This is an optimization exercise on Yosys and OpenROAD, whose aim is small area, a short achievable clock period and few clock cycles per item, not a production implementation. Where RTL was checked, it was by simulation tests only, not by an equivalence proof against the original. Power is estimated from default activity; no workload was simulated.

== job 3425 ==
==> flow/design.v (excerpt) <==
module tlv_stream_parser_top #(
	parameter int MAX_DEPTH = 8
) (
	input  wire         clk,
	input  wire         arst_n,
	input  wire         in_valid,
	output logic        in_stall,
	input  wire  [7:0]  data_byte,
	input  wire         pdu_last,
	output logic        out_valid,
	input  wire         out_stall,
	output logic [1:0]  byte_role,
	output logic        header_done,
	output logic [15:0] tag,
	output logic [31:0] value_length,
	output logic        constructed,
	output logic [3:0]  depth,
	output logic [3:0]  levels_closed,
	output logic [2:0]  status,
	output logic        pdu_done
);
export LEC_CHECK = 0
export CAP_MARGIN = 20
export CORE_MARGIN = 2
export CORE_UTILIZATION = 40
export SETUP_SLACK_MARGIN = 5
export SLEW_MARGIN = 20
create_clock -name core_clock -period 8.5 [get_ports {clk}]
standard.sh (not shown) runs the stock make flow with config.mk's settings and CLKGATE_MAP_FILE= SYNTH_SCRIPT=/design/flow/synth_recipe.tcl, a recipe that flattens the netlist after the stock synthesis.
==> flow/flow/run.sh <==
#!/bin/bash
# The standard layout (standard synthesis, floorplan, placement, CTS, routing), with two
# changes:
#  - the port buffers that global placement adds are buf_2 cells rather than the clock-delay
#    buffers buffer_ports picks on its own (every port still gets its buffer);
#  - clock tree synthesis clusters up to 32 flip-flops within 75 um per leaf buffer and adds no
#    dummy loads.
# The make output goes to standard.log in this folder; ORFS keeps each step's log under orfs/logs.
set -euo pipefail
export BUFFER_PORTS_ARGS="-buffer_cell sky130_fd_sc_hd__buf_2"
export CTS_ARGS="-sink_clustering_enable -repair_clock_nets -dont_use_dummy_load -sink_clustering_size 32 -sink_clustering_max_diameter 75"
bash standard.sh > standard.log 2>&1
Testbench counts of job 3425, summed over its fixed seeds: cycles 34,023, items 34,007.
Input-level comparison between job 6428 and job 3425:
--- a/flow/design.v
+++ b/flow/design.v
@@ -247,19 +247,19 @@
 				len_q <= lv;
 			if (!ph_value) vsat_q <= gt_raw;
 			lenone_q <= ph_value ? (len_q == 32'd2) : (!(ph_tag1 || ph_tag2 || (ph_len1 && esc)) && lv_one);
 			cnt_q  <= ph_len1 ? (b[0] ? 2'd3 : 2'd1) : cnt_q - 2'd1;
 			err_q  <= ph_err ? err_q : err_fin;
 			o_role  <= ph_err ? ROLE_IGN : (ph_tag1 || ph_tag2) ? ROLE_TAG :
 			           (ph_len1 || ph_lenx) ? ROLE_LEN : ROLE_VALUE;
 			o_hd    <= !ph_err && complete;
 			o_depth <= ph_err ? 4'd0 : sp_q;
-			o_lc    <= (!ph_err && closing && err_fin == ST_OK) ? close_cnt + 4'd1 : 4'd0;
+			o_lc    <= (!ph_err && closing && !(last && sp_q != close_cnt)) ? close_cnt + 4'd1 : 4'd0;
 			o_last  <= last;
 		end
 		for (int i = 0; i < NE; i++) begin
 			if (ne_q == 4'(i + 1)) begin
 				arr_d[i] <= room_q + ~lv;
 				arr_c[i] <= tcnt_q[2:0];
 			end
 		end
 	end
Findings:
Job 6428 finished every step from synthesis to the final layout, and the layout passed the timing, DRC and antenna checks.
Job 6428 ended up with ne_q[0] as its critical path launch point; job 3425 ended up with len_q[13].
On xor-xnor portion of the synthesized cell area, job 6428 and job 3425 are neck and neck.
Cell area of job 6428 falls short of that of job 3425 slightly.
Of the two values seen for critical path's slowest cell, sky130_fd_sc_hd__or4_1 was produced by job 3425 and sky130_fd_sc_hd__dfstp_2 by job 6428.
Number of standard cells in the final layout excluding fillers went down slightly going from job 3425 to job 6428.
On job 6428: initial core utilization is 0.23 points lower than what job 3425 gave.
Compared with job 3425, in job 6428 flip-flop and latch share of the layout cell area rose 0.19 points; non-clock buffer count picked up an extra 16; largest stage delay on the critical path picked up an extra 0.10 ns.
Function not checked in job 6428: the RTL went through the layout flow alone.

========
Setup of rev 12:
The RTL this note starts from:
==> flow/design.v <==
`default_nettype none
package tlvsp_pkg;
	localparam logic [2:0] PH_TAG1  = 3'd0;
	localparam logic [2:0] PH_TAG2  = 3'd1;
	localparam logic [2:0] PH_LEN1  = 3'd2;
	localparam logic [2:0] PH_LENX  = 3'd3;
	localparam logic [2:0] PH_VALUE = 3'd4;
	localparam logic [2:0] PH_ERR   = 3'd5;
	localparam logic [2:0] ST_OK      = 3'd0;
	localparam logic [2:0] ST_TRUNC   = 3'd1;
	localparam logic [2:0] ST_OVERRUN = 3'd2;
	localparam logic [2:0] ST_EMPTY   = 3'd3;
	localparam logic [2:0] ST_DEEP    = 3'd4;
	localparam logic [1:0] ROLE_TAG   = 2'd0;
	localparam logic [1:0] ROLE_LEN   = 2'd1;
	localparam logic [1:0] ROLE_VALUE = 2'd2;
	localparam logic [1:0] ROLE_IGN   = 2'd3;
	localparam logic [7:0]  LEN_ESC16   = 8'hFE;
	localparam logic [7:0]  LEN_ESC32   = 8'hFF;
	localparam logic [31:0] POS_SAT     = 32'hFFFF_FFFF;
	typedef struct packed {
		logic        push;
		logic        pop;
		logic        clear;
		logic [31:0] next_pos;
		logic [31:0] elem_end;
	} stk_ctl_t;
	typedef struct packed {
		logic top_eq;   
		logic end_gt;   
	} stk_stat_t;
	typedef struct packed {
		logic [1:0]  byte_role;
		logic        header_done;
		logic [15:0] tag;
		logic [31:0] value_length;
		logic        constructed;
		logic [3:0]  depth;
		logic [3:0]  levels_closed;
		logic [2:0]  status;
		logic        pdu_done;
	} result_t;
endpackage
`default_nettype wire
`default_nettype none
import tlvsp_pkg::*;
module tlv_stream_parser_top #(
	parameter int MAX_DEPTH = 8
) (
	input  wire         clk,
	input  wire         arst_n,
	input  wire         in_valid,
	output logic        in_stall,
	input  wire  [7:0]  data_byte,
	input  wire         pdu_last,
	output logic        out_valid,
	input  wire         out_stall,
	output logic [1:0]  byte_role,
	output logic        header_done,
	output logic [15:0] tag,
	output logic [31:0] value_length,
	output logic        constructed,
	output logic [3:0]  depth,
	output logic [3:0]  levels_closed,
	output logic [2:0]  status,
	output logic        pdu_done
);
	localparam int NE = MAX_DEPTH;   
	logic       v1_q, v2_q, sk_q, adv, load;
	logic [7:0] b, sk_b;
	logic       last, sk_last;
	assign adv      = v1_q && (!v2_q || !out_stall);
	assign load     = adv || !v1_q;
	assign in_stall = sk_q;
	always_ff @(posedge clk or negedge arst_n) begin
		if (!arst_n) begin
			v1_q <= 1'b0;
			v2_q <= 1'b0;
			sk_q <= 1'b0;
		end else begin
			if (load)                  v1_q <= sk_q || in_valid;
			if (load)                  sk_q <= 1'b0;
			else if (in_valid && !sk_q) sk_q <= 1'b1;
			if (adv)                   v2_q <= 1'b1;
			else if (!out_stall)       v2_q <= 1'b0;
		end
	end
	always_ff @(posedge clk) begin
		if (load) begin
			b    <= sk_q ? sk_b : data_byte;
			last <= sk_q ? sk_last : pdu_last;
		end
		if (!sk_q) begin
			sk_b    <= data_byte;
			sk_last <= pdu_last;
		end
	end
	logic        ph_tag1, ph_tag2, ph_len1, ph_lenx, ph_value, ph_err;
	logic [15:0] tag_q;
	logic [31:0] len_q;     
	logic [1:0]  cnt_q;     
	logic        vsat_q;
	logic [2:0]  err_q;     
	logic [3:0]  sp_q;      
	logic [31:0] room_q;
	logic        roomz_q;   
	logic        lenone_q;  
	logic [3:0]  tcnt_q;
	logic [3:0]  ne_q;
	logic [31:0] arr_d [NE];
	logic [2:0]  arr_c [NE];
	logic [1:0]  o_role;
	logic        o_hd;
	logic [3:0]  o_depth;
	logic [3:0]  o_lc;
	logic        o_last;
	logic        esc, complete, len0, cons, top_sat, top_eq;
	logic [31:0] lv, lv_m1, room_dec;
	logic        lv_one, room_le1;
	logic        hi_gt, hi_eq, gt_raw, ge_raw, gt;
	logic [2:0]  err_new, err_fin;
	logic        push, push_new, closing, pop, trunc;
	logic [3:0]  close_cnt;
	logic [31:0] arr_top_d;
	logic [2:0]  arr_top_c;
	assign esc      = (b[7:1] == 7'h7F);
	assign complete = (ph_len1 && !esc) || (ph_lenx && cnt_q == 2'd0);
	assign lv       = {len_q[23:0], b};
	assign len0     = (len_q[23:0] == 24'd0) && (b == 8'd0);
	assign cons     = tag_q[15] ? tag_q[14] : tag_q[6];
	assign top_sat  = (ne_q == 4'd1);
	assign top_eq   = roomz_q && (tcnt_q != 4'd0);
	assign hi_gt  = len_q[23:0] > room_q[31:8];
	assign hi_eq  = len_q[23:0] == room_q[31:8];
	assign gt_raw = hi_gt || (hi_eq && b > room_q[7:0]);
	assign ge_raw = hi_gt || (hi_eq && b >= room_q[7:0]);
	assign gt     = gt_raw && !top_sat;
	assign room_dec = roomz_q ? 32'd0 : room_q - 32'd1;
	assign lv_one   = (len_q[23:0] == 24'd0) && (b == 8'd1);
	assign room_le1 = roomz_q || (room_q == 32'd1);
	assign lv_m1    = (b != 8'd0) ? {len_q[23:0], b - 8'd1} : {len_q[23:0] - 24'd1, 8'hFF};
	always_comb begin
		err_new = ST_OK;
		if (complete) begin
			if (gt)                         err_new = ST_OVERRUN;
			else if (cons && len0)          err_new = ST_EMPTY;
			else if (cons && sp_q[3])       err_new = ST_DEEP;
		end else if (!ph_value && top_eq) begin
			err_new = ST_OVERRUN;
		end
	end
	assign push      = complete && !gt && cons && !len0 && !sp_q[3];
	assign push_new  = complete && !ge_raw && cons && !len0 && !sp_q[3];
	assign closing   = (ph_value && (vsat_q ? roomz_q : lenone_q)) ||
	                   (complete && !cons && len0);
	assign pop       = closing && top_eq;
	assign close_cnt = top_eq ? tcnt_q : 4'd0;
	assign trunc     = last && !(closing && sp_q == close_cnt);
	assign err_fin   = (err_new != ST_OK) ? err_new : (trunc ? ST_TRUNC : ST_OK);
	always_comb begin
		arr_top_d = arr_d[0];
		arr_top_c = arr_c[0];
		for (int i = 1; i < NE; i++) begin
			if (ne_q == 4'(i + 2)) begin
				arr_top_d = arr_d[i];
				arr_top_c = arr_c[i];
			end
		end
	end
	always_ff @(posedge clk or negedge arst_n) begin
		if (!arst_n) begin
			ph_tag1  <= 1'b1;
			ph_tag2  <= 1'b0;
			ph_len1  <= 1'b0;
			ph_lenx  <= 1'b0;
			ph_value <= 1'b0;
			ph_err   <= 1'b0;
			sp_q     <= 4'd0;
			room_q   <= 32'hFFFF_FFFE;
			roomz_q  <= 1'b0;
			tcnt_q   <= 4'd0;
			ne_q     <= 4'd1;
		end else if (adv) begin
			if (last) begin
				ph_tag1  <= 1'b1;
				ph_tag2  <= 1'b0;
				ph_len1  <= 1'b0;
				ph_lenx  <= 1'b0;
				ph_value <= 1'b0;
				ph_err   <= 1'b0;
				sp_q     <= 4'd0;
				room_q   <= 32'hFFFF_FFFE;
				roomz_q  <= 1'b0;
				tcnt_q   <= 4'd0;
				ne_q     <= 4'd1;
			end else if (!ph_err) begin
				if (err_new != ST_OK) begin
					ph_tag1  <= 1'b0;
					ph_tag2  <= 1'b0;
					ph_len1  <= 1'b0;
					ph_lenx  <= 1'b0;
					ph_value <= 1'b0;
					ph_err   <= 1'b1;
				end else begin
					ph_tag1  <= push || closing;
					ph_tag2  <= ph_tag1 && b[7];
					ph_len1  <= (ph_tag1 && !b[7]) || ph_tag2;
					ph_lenx  <= (ph_len1 && esc) || (ph_lenx && !complete);
					ph_value <= (complete && !push && !closing) || (ph_value && !closing);
				end
				if (push) begin
					sp_q <= sp_q + 4'd1;
				end else if (closing) begin
					sp_q <= sp_q - close_cnt;
				end
				if (push_new) begin
					room_q  <= lv_m1;
					roomz_q <= lv_one;
					tcnt_q  <= 4'd1;
					ne_q   <= ne_q + 4'd1;
				end else if (pop && !top_sat) begin
					room_q  <= arr_top_d;
					roomz_q <= (arr_top_d == 32'd0);
					tcnt_q  <= {1'b0, arr_top_c};
					ne_q   <= ne_q - 4'd1;
				end else begin
					room_q  <= room_dec;
					roomz_q <= room_le1;
					if (push)     tcnt_q <= tcnt_q + 4'd1;
					else if (pop) tcnt_q <= 4'd0;
				end
			end
		end
	end
	always_ff @(posedge clk) begin
		if (adv) begin
			if (ph_tag1) begin
				tag_q <= b[7] ? {b, 8'd0} : {8'd0, b};
			end else if (ph_tag2) begin
				tag_q[7:0] <= b;
			end
			if (ph_value)
				len_q <= len_q - 32'd1;
			else if (ph_tag1 || ph_tag2 || (ph_len1 && esc))
				len_q <= 32'd0;
			else
				len_q <= lv;
			if (!ph_value) vsat_q <= gt_raw;
			lenone_q <= ph_value ? (len_q == 32'd2) : (!(ph_tag1 || ph_tag2 || (ph_len1 && esc)) && lv_one);
			cnt_q  <= ph_len1 ? (b[0] ? 2'd3 : 2'd1) : cnt_q - 2'd1;
			err_q  <= ph_err ? err_q : err_fin;
			o_role  <= ph_err ? ROLE_IGN : (ph_tag1 || ph_tag2) ? ROLE_TAG :
			           (ph_len1 || ph_lenx) ? ROLE_LEN : ROLE_VALUE;
			o_hd    <= !ph_err && complete;
			o_depth <= ph_err ? 4'd0 : sp_q;
			o_lc    <= (!ph_err && closing && !(last && sp_q != close_cnt)) ? close_cnt + 4'd1 : 4'd0;
			o_last  <= last;
		end
		for (int i = 0; i < NE; i++) begin
			if (ne_q == 4'(i + 1)) begin
				arr_d[i] <= room_q + ~lv;
				arr_c[i] <= tcnt_q[2:0];
			end
		end
	end
	assign out_valid     = v2_q;
	assign byte_role     = o_role;
	assign header_done   = o_hd;
	assign tag           = o_hd ? tag_q : 16'd0;
	assign value_length  = o_hd ? len_q : 32'd0;
	assign constructed   = o_hd && cons;
	assign depth         = o_depth;
	assign levels_closed = o_lc;
	assign status        = err_q;
	assign pdu_done      = o_last;
endmodule
`default_nettype wire
clock: 8.5 ns
lec_check: 0
cap_margin: 20
core_margin: 2
core_utilization: 40
setup_slack_margin: 5
slew_margin: 20
==> flow/flow/run.sh <==
#!/bin/bash
# The standard layout (standard synthesis, floorplan, placement, CTS, routing), with two
# changes:
#  - the port buffers that global placement adds are buf_2 cells rather than the clock-delay
#    buffers buffer_ports picks on its own (every port still gets its buffer);
#  - clock tree synthesis clusters up to 16 flip-flops within 45 um per leaf buffer (a clkbuf_8)
#    and adds no
#    dummy loads.
# The make output goes to standard.log in this folder; ORFS keeps each step's log under orfs/logs.
set -euo pipefail
export BUFFER_PORTS_ARGS="-buffer_cell sky130_fd_sc_hd__buf_2"
export CTS_ARGS="-sink_clustering_enable -repair_clock_nets -dont_use_dummy_load -sink_clustering_size 16 -sink_clustering_max_diameter 45 -sink_clustering_buffer sky130_fd_sc_hd__clkbuf_8"
bash standard.sh > standard.log 2>&1
## Diff of input files: rev 13 against rev 12
diff --git a/flow/design.v b/flow/design.v
--- a/flow/design.v
+++ b/flow/design.v
@@ -250,13 +250,13 @@
 			cnt_q  <= ph_len1 ? (b[0] ? 2'd3 : 2'd1) : cnt_q - 2'd1;
 			err_q  <= ph_err ? err_q : err_fin;
 			o_role  <= ph_err ? ROLE_IGN : (ph_tag1 || ph_tag2) ? ROLE_TAG :
 			           (ph_len1 || ph_lenx) ? ROLE_LEN : ROLE_VALUE;
 			o_hd    <= !ph_err && complete;
 			o_depth <= ph_err ? 4'd0 : sp_q;
-			o_lc    <= (!ph_err && closing && !(last && sp_q != close_cnt)) ? close_cnt + 4'd1 : 4'd0;
+			o_lc    <= (!ph_err && closing && err_fin == ST_OK) ? close_cnt + 4'd1 : 4'd0;
 			o_last  <= last;
 		end
 		for (int i = 0; i < NE; i++) begin
 			if (ne_q == 4'(i + 1)) begin
 				arr_d[i] <= room_q + ~lv;
 				arr_c[i] <= tcnt_q[2:0];
==> comparison <==
Rev 13 vs rev 12, cell at the slowest stage of the critical path: sky130_fd_sc_hd__or4_4 vs sky130_fd_sc_hd__o21ai_1
Biggest fanout along the worst timing path | rev 13 below rev 12
On power, rev 13 does better than rev 12.
[compare] base=rev 12 new=rev 13: fraction of standard cell area that is sequential fell 0.93 points; area after synthesis saw an increase; post-layout instance count excluding filler cells increased about 1.9%; final period demand of the worst path moved down; post-synthesis area per instance went down 2.2%.
Routed metal-1 wire length shrinks slightly when moving from rev 12 to rev 13.
Testbench counts of rev 13, summed over its fixed seeds: cycles 34,023, items 34,007.
For rev 12, only the layout was checked, not whether the RTL still works.

========
// tlv_stream_parser_top: RTL as listed in full above, without the edits since
clock: 8.5 ns
lec_check: 0
cap_margin: 20
core_margin: 2
core_utilization: 40
setup_slack_margin: 5
slew_margin: 20
==> flow/flow/run.sh <==
#!/bin/bash
# The standard layout (standard synthesis, floorplan, placement, CTS, routing), with two
# changes:
#  - the port buffers that global placement adds are buf_2 cells rather than the clock-delay
#    buffers buffer_ports picks on its own (every port still gets its buffer);
#  - clock tree synthesis clusters up to 24 flip-flops within 60 um per leaf buffer and adds no
#    dummy loads.
# The make output goes to standard.log in this folder; ORFS keeps each step's log under orfs/logs.
set -euo pipefail
export BUFFER_PORTS_ARGS="-buffer_cell sky130_fd_sc_hd__buf_2"
export CTS_ARGS="-sink_clustering_enable -repair_clock_nets -dont_use_dummy_load -sink_clustering_size 24 -sink_clustering_max_diameter 60"
bash standard.sh > standard.log 2>&1
Change:
--- a/flow/design.v
+++ b/flow/design.v
@@ -148,13 +148,13 @@
 		end else if (!ph_value && top_eq) begin
 			err_new = ST_OVERRUN;
 		end
 	end
 	assign push      = complete && !gt && cons && !len0 && !sp_q[3];
-	assign push_new  = complete && !ge_raw && cons && !len0 && !sp_q[3];
+	assign push_new  = push && !ge_raw;
 	assign closing   = (ph_value && (vsat_q ? roomz_q : lenone_q)) ||
-	                   (complete && !cons && len0);
+	                   (complete && !gt && !cons && len0);
 	assign pop       = closing && top_eq;
 	assign close_cnt = top_eq ? tcnt_q : 4'd0;
 	assign trunc     = last && !(closing && sp_q == close_cnt);
 	assign err_fin   = (err_new != ST_OK) ? err_new : (trunc ? ST_TRUNC : ST_OK);
 	always_comb begin
@@ -191,11 +191,14 @@
 				sp_q     <= 4'd0;
 				room_q   <= 32'hFFFF_FFFE;
 				roomz_q  <= 1'b0;
 				tcnt_q   <= 4'd0;
 				ne_q     <= 4'd1;
-			end else if (!ph_err) begin
+			end else if (ph_err) begin
+				room_q  <= room_dec;
+				roomz_q <= room_le1;
+			end else begin
 				if (err_new != ST_OK) begin
 					ph_tag1  <= 1'b0;
 					ph_tag2  <= 1'b0;
 					ph_len1  <= 1'b0;
 					ph_lenx  <= 1'b0;
@@ -251,11 +254,11 @@
 			err_q  <= ph_err ? err_q : err_fin;
 			o_role  <= ph_err ? ROLE_IGN : (ph_tag1 || ph_tag2) ? ROLE_TAG :
 			           (ph_len1 || ph_lenx) ? ROLE_LEN : ROLE_VALUE;
 			o_hd    <= !ph_err && complete;
 			o_depth <= ph_err ? 4'd0 : sp_q;
-			o_lc    <= (!ph_err && closing && !(last && sp_q != close_cnt)) ? close_cnt + 4'd1 : 4'd0;
+			o_lc    <= (!ph_err && closing && err_fin == ST_OK) ? close_cnt + 4'd1 : 4'd0;
 			o_last  <= last;
 		end
 		for (int i = 0; i < NE; i++) begin
 			if (ne_q == 4'(i + 1)) begin
 				arr_d[i] <= room_q + ~lv;
Result:
- The new run went through all stages and came out clean
- final cell count increases by 6.8%
- cell area increases by 3.0%
- critical path depth increases by 2
- total power increases by 3.9%
- flip-flop and latch count does not change
Testbench counts after the change, summed over its fixed seeds: cycles 34,023, items 34,007.
No functional check of the RTL was part of the first run of this note.

re-timing with driven ports:
The flow's constraints put no driver on any port. The routed layouts listed below were extracted and timed again, unchanged, in two steps.
Step 1 sets driving cells, clkbuf_16 on the clock port and buf_2 on the other inputs (assumed; they add their load-dependent delay and slew).
Step 2 also shifts input and output timing later by t, the mid clock arrival at the registers, as if the neighbouring blocks saw the same clock.
Three values: ideal, step 1, step 2; two values: the first two.
run | t, ns | slack for setup (ns) | worst setup path after step 2 | pins driven straight from the clock port
job 3425 | 0.631 | 5.053 / 5.053 / 4.481 | input to register | 1
job 6428 | 0.629 | 5.033 / 5.020 / 4.714 | input to register | 1
rev 12 | 0.613 | 5.006 / 5.006 / 4.672 | input to register | 1
rev 13 | 0.596 | 5.048 / 5.048 / 4.493 | input to register | 1
the first run of note 3 | 0.609 | 4.999 / 4.999 / 4.660 | input to register | 1
the second run of note 3 | 0.617 | 4.985 / 4.985 / 4.627 | input to register | 1
After both steps setup and hold are still met in every run listed. The setup slack of job 3425, which loses most, moves by 0.000 ns with the drivers and by -0.572 ns with both steps.
